This design comes from an exercise in tuning for small area and few clock cycles per item on the open sky130 flow, not from production work. In this exercise RTL edits were held to simulation tests only and were not proved equivalent to the original. No activity file was given, so power comes from the tool's default toggle rates.

==> exp/zinc <==
==> flow/design.v <==
module instr_mem_pipe #(
    parameter int          DEPTH     = 64,
    parameter int          READ_LAT  = 1,
    parameter logic [31:0] NOP       = 32'h00000013,
    localparam int         AW        = $clog2(DEPTH)
) (
    input  logic          clk,
    input  logic          rst_n,
    input  logic          req_valid,
    output logic          req_ready,
    input  logic [31:0]   req_pc,
    output logic          rsp_valid,
    input  logic          rsp_ready,
    output logic [31:0]   rsp_instr,
    output logic [31:0]   rsp_pc,
    output logic [1:0]    rsp_fault,
    input  logic          flush,
    input  logic          prog_we,
    input  logic [AW-1:0] prog_addr,
    input  logic [31:0]   prog_wdata
);
    localparam int QD = READ_LAT + 1;
    localparam int PW = $clog2(QD);
    localparam int CW = $clog2(QD + 1);
    logic [31:0] mem [0:DEPTH-1];
    logic [READ_LAT:1] st_v;
    logic [31:0]       st_pc  [1:READ_LAT];
    logic [31:0]       st_dat [1:READ_LAT];
    logic [1:0]        st_flt [1:READ_LAT];
    logic [31:0] q_pc  [0:QD-1];
    logic [31:0] q_dat [0:QD-1];
    logic [1:0]  q_flt [0:QD-1];
    logic [PW-1:0] wptr, rptr;
    logic [CW-1:0] cnt, cred;
    logic        mis, oor, accept, pop, push, q_pop, q_empty;
    logic [31:0] rd_word;
    function automatic logic [PW-1:0] inc(input logic [PW-1:0] p);
        if (p == PW'(QD - 1)) inc = '0;
        else                  inc = p + 1'b1;
    endfunction
    always_ff @(posedge clk) begin
        if (prog_we && 32'(prog_addr) < 32'(DEPTH))
            mem[prog_addr] <= prog_wdata;
    end
    assign mis = |req_pc[1:0];
    assign oor = req_pc[31:2] >= 30'(DEPTH);
    always_comb begin
        rd_word = NOP;
        if (!(mis | oor))
            rd_word = mem[req_pc[AW+1:2]];
    end
    assign q_empty   = (cnt == '0);
    assign rsp_valid = q_empty ? st_v[READ_LAT] : 1'b1;
    assign rsp_instr = q_empty ? st_dat[READ_LAT] : q_dat[rptr];
    assign rsp_pc    = q_empty ? st_pc[READ_LAT] : q_pc[rptr];
    assign rsp_fault = q_empty ? st_flt[READ_LAT] : q_flt[rptr];
    assign pop       = rsp_valid & rsp_ready;
    assign q_pop     = pop & !q_empty;
    assign push      = st_v[READ_LAT] & !(q_empty & rsp_ready);
    assign req_ready = !flush & ((cred < CW'(QD)) | pop);
    assign accept    = req_valid & req_ready;
    always_ff @(posedge clk) begin
        if (push) begin
            q_pc[wptr]  <= st_pc[READ_LAT];
            q_dat[wptr] <= st_dat[READ_LAT];
            q_flt[wptr] <= st_flt[READ_LAT];
        end
    end
    always_ff @(posedge clk or negedge rst_n) begin
        if (!rst_n) begin
            st_v <= '0;
            for (int k = 1; k <= READ_LAT; k++) begin
                st_pc[k]  <= '0;
                st_dat[k] <= NOP;
                st_flt[k] <= '0;
            end
            wptr <= '0;
            rptr <= '0;
            cnt  <= '0;
            cred <= '0;
        end else begin
            st_pc[1]  <= req_pc;
            st_dat[1] <= rd_word;
            st_flt[1] <= {oor, mis};
            for (int k = 2; k <= READ_LAT; k++) begin
                st_pc[k]  <= st_pc[k-1];
                st_dat[k] <= st_dat[k-1];
                st_flt[k] <= st_flt[k-1];
            end
            if (flush) begin
                st_v <= '0;
                wptr <= '0;
                rptr <= '0;
                cnt  <= '0;
                cred <= '0;
            end else begin
                st_v[1] <= accept;
                for (int k = 2; k <= READ_LAT; k++)
                    st_v[k] <= st_v[k-1];
                if (push)
                    wptr <= inc(wptr);
                if (q_pop)
                    rptr <= inc(rptr);
                cnt  <= cnt + CW'(push) - CW'(q_pop);
                cred <= cred + CW'(accept) - CW'(pop);
            end
        end
    end
endmodule
==> flow/run.sh <==
#!/bin/bash
# synth_recipe.tcl (not shown) runs the flow's synth.tcl, then flattens the netlist and writes it again
# the make line also repeats each setting of config.mk as NAME=value (left out here)
make -C /OpenROAD-flow-scripts/flow DESIGN_CONFIG=/design/flow/config.mk WORK_HOME=/design/flow/orfs CLKGATE_MAP_FILE= SYNTH_SCRIPT=/design/flow/synth_recipe.tcl finish
==> flow/config.mk <==
export PLATFORM = sky130hd
export DESIGN_NAME = instr_mem_pipe
export DESIGN_NICKNAME = instr_mem_pipe
export VERILOG_FILES = /design/flow/design.v
export SDC_FILE = /design/flow/constraint.sdc
export NUM_CORES = 4
export LEC_CHECK = 0
export CAP_MARGIN = 20
export CORE_MARGIN = 2
export CORE_UTILIZATION = 40
export SLEW_MARGIN = 20
==> flow/constraint.sdc <==
create_clock -name core_clock -period 3.0 [get_ports {clk}]
set_input_delay 0.6000 -clock core_clock [delete_from_list [all_inputs] [get_ports {clk}]]
set_output_delay 0.6000 -clock core_clock [all_outputs]
set_load 0.01 [all_outputs]
==> inputs of exp/garnet, as changes to exp/zinc <==
==> flow/design.v (replaced) <==
module imp_wcell (
    input  logic q,
    input  logic ld,
    input  logic ld_n,
    input  logic c,
    output logic d
);
    assign d = (q & ld_n) | (ld & c);
endmodule
module imp_rcell (
    input  logic d0,
    input  logic s0_n,
    input  logic d1,
    input  logic s1_n,
    output logic y
);
    assign y = ~((d0 | s0_n) & (d1 | s1_n));
endmodule
module instr_mem_pipe (
    input  logic          clk,
    input  logic          rst_n,
    input  logic          req_valid,
    output logic          req_ready,
    input  logic [31:0]   req_pc,
    output logic          rsp_valid,
    input  logic          rsp_ready,
    output logic [31:0]   rsp_instr,
    output logic [31:0]   rsp_pc,
    output logic [1:0]    rsp_fault,
    input  logic          flush,
    input  logic          prog_we,
    input  logic [5:0]    prog_addr,
    input  logic [31:0]   prog_wdata
);
    localparam logic [31:0] NOP = 32'h00000013;
    logic [63:0][31:0] mem;
    logic [63:0][31:0] mem_d;
    logic [63:0]       wr, wr_n;
    always_comb begin
        for (int i = 0; i < 64; i++) begin
            wr[i]   = prog_we & (prog_addr == 6'(i));
            wr_n[i] = ~wr[i];
        end
    end
    for (genvar i = 0; i < 64; i++) begin : g_row
        for (genvar b = 0; b < 32; b++) begin : g_bit
            imp_wcell u_w (
                .q(mem[i][b]), .ld(wr[i]), .ld_n(wr_n[i]), .c(prog_wdata[b]),
                .d(mem_d[i][b])
            );
        end
    end
    always_ff @(posedge clk) begin
        mem <= mem_d;
    end
    logic        mis, oor, ok;
    logic [63:0] sel_n;
    logic [31:0][31:0] ry;
    logic [31:0] rd_word;
    assign mis = |req_pc[1:0];
    assign oor = |req_pc[31:8];
    assign ok  = ~(mis | oor);
    always_comb begin
        for (int i = 0; i < 64; i++)
            sel_n[i] = ~(ok & (req_pc[7:2] == 6'(i)));
    end
    for (genvar b = 0; b < 32; b++) begin : g_col
        for (genvar j = 0; j < 32; j++) begin : g_pair
            imp_rcell u_r (
                .d0(mem[2*j][b]),   .s0_n(sel_n[2*j]),
                .d1(mem[2*j+1][b]), .s1_n(sel_n[2*j+1]),
                .y(ry[b][j])
            );
        end
        assign rd_word[b] = ok ? ~(|ry[b]) : NOP[b];
    end
    logic        v, ld, ld_n;
    logic [31:0] pc_q, ins_q;
    logic [1:0]  flt_q;
    logic [65:0] out_q, out_in, out_d;
    assign ld        = ~v | rsp_ready;
    assign ld_n      = ~ld;
    assign req_ready = ~flush & ld;
    assign rsp_valid = v;
    always_ff @(posedge clk or negedge rst_n) begin
        if (!rst_n)
            v <= 1'b0;
        else
            v <= ~flush & ((req_valid & ld) | ld_n);
    end
    assign out_in = {oor, mis, rd_word, req_pc};
    for (genvar k = 0; k < 66; k++) begin : g_out
        imp_wcell u_w (
            .q(out_q[k]), .ld(ld), .ld_n(ld_n), .c(out_in[k]), .d(out_d[k])
        );
    end
    always_ff @(posedge clk) begin
        out_q <= out_d;
    end
    assign rsp_pc    = out_q[31:0];
    assign rsp_instr = out_q[63:32];
    assign rsp_fault = out_q[65:64];
endmodule
--- a/flow/config.mk
+++ b/flow/config.mk
@@ -10,2 +10,3 @@
 export CORE_UTILIZATION = 40
 export SLEW_MARGIN = 20
+export SYNTH_HIERARCHICAL = 1
==> comparison table <==
	exp/zinc	exp/garnet
Routed Wire Length	239 mm	306 mm
Utilization after layout	47.9%	53.1%
Cell type contributing the most total cell area after synthesis	sky130_fd_sc_hd__edfxtp_1	sky130_fd_sc_hd__dfxtp_1
Post-synthesis adder-cell area fraction	0.0581%	0%
Async SR Flop Fraction	3.24%	0.0473%
Critical register-to-register path startpoint	cnt[1]	mem[522]
Worst Hold Path EP	st_pc[1][3]	out_q[24]
Inverter count	13	7
Outcome	finished clean	finished with violations
Layout check failures	-	setup timing
Post-synthesis register bit count	2,253	2,115
Share of synthesized area spent on multiplexers	15.9%	0%
Overall Global Routing Usage	21.8%	32.5%
Endpoint type of the worst setup path	output pin	register
Cell area reported after detailed placement	95,100 um^2	84,900 um^2
Critical Path Max Stage Delay	0.46 ns	0.52 ns
Initial standard-cell utilization of the core	40.2%	40.1%
Register cell area after layout	67,300 um^2	42,300 um^2
Sw power	15,900 uW	15,800 uW
Total vias in the final route	43,800	65,000
Testbench counts of exp/zinc, summed over its fixed seeds: cycles 17,877, items 16,000.
Testbench counts of exp/garnet, summed over its fixed seeds: cycles 17,876, items 16,000.

-- port drivers added, routing unchanged --
The results above use ideal ports. As a check the final layouts listed here were re-extracted and re-timed, cells and wires unchanged.
Step 1 (the two cells are an assumption about what drives the block):
set clk [get_ports {clk}]
set_driving_cell -lib_cell sky130_fd_sc_hd__clkbuf_16 $clk
set_driving_cell -lib_cell sky130_fd_sc_hd__buf_2 [delete_from_list [all_inputs] $clk]
Step 2, shift: input delay + t, output delay - t, t = (earliest + latest rising clock arrival at the registers) / 2. This alone moves slack from input paths to output paths.
Three values: ideal, step 1, step 2; two values: the first two.
run | t (ns) | setup slack, ns | hold slack, ns | clock arrival spread, ns | worst slew at a driven data input, ns
exp/zinc | 0.942 | 0.070 / -0.020 / -0.560 | 0.146 / 0.136 / 0.470 | 0.070 / 0.070 | 0.14
exp/garnet | 0.963 | -0.029 / -0.064 / -1.027 | 0.013 / -0.051 / 0.479 | 0.052 / 0.052 | 0.20
Met with ideal ports but missed after step 2: setup timing in exp/zinc. For exp/garnet, which loses most, drivers alone change the setup slack by -0.035 ns; drivers and shift together by -0.998 ns.
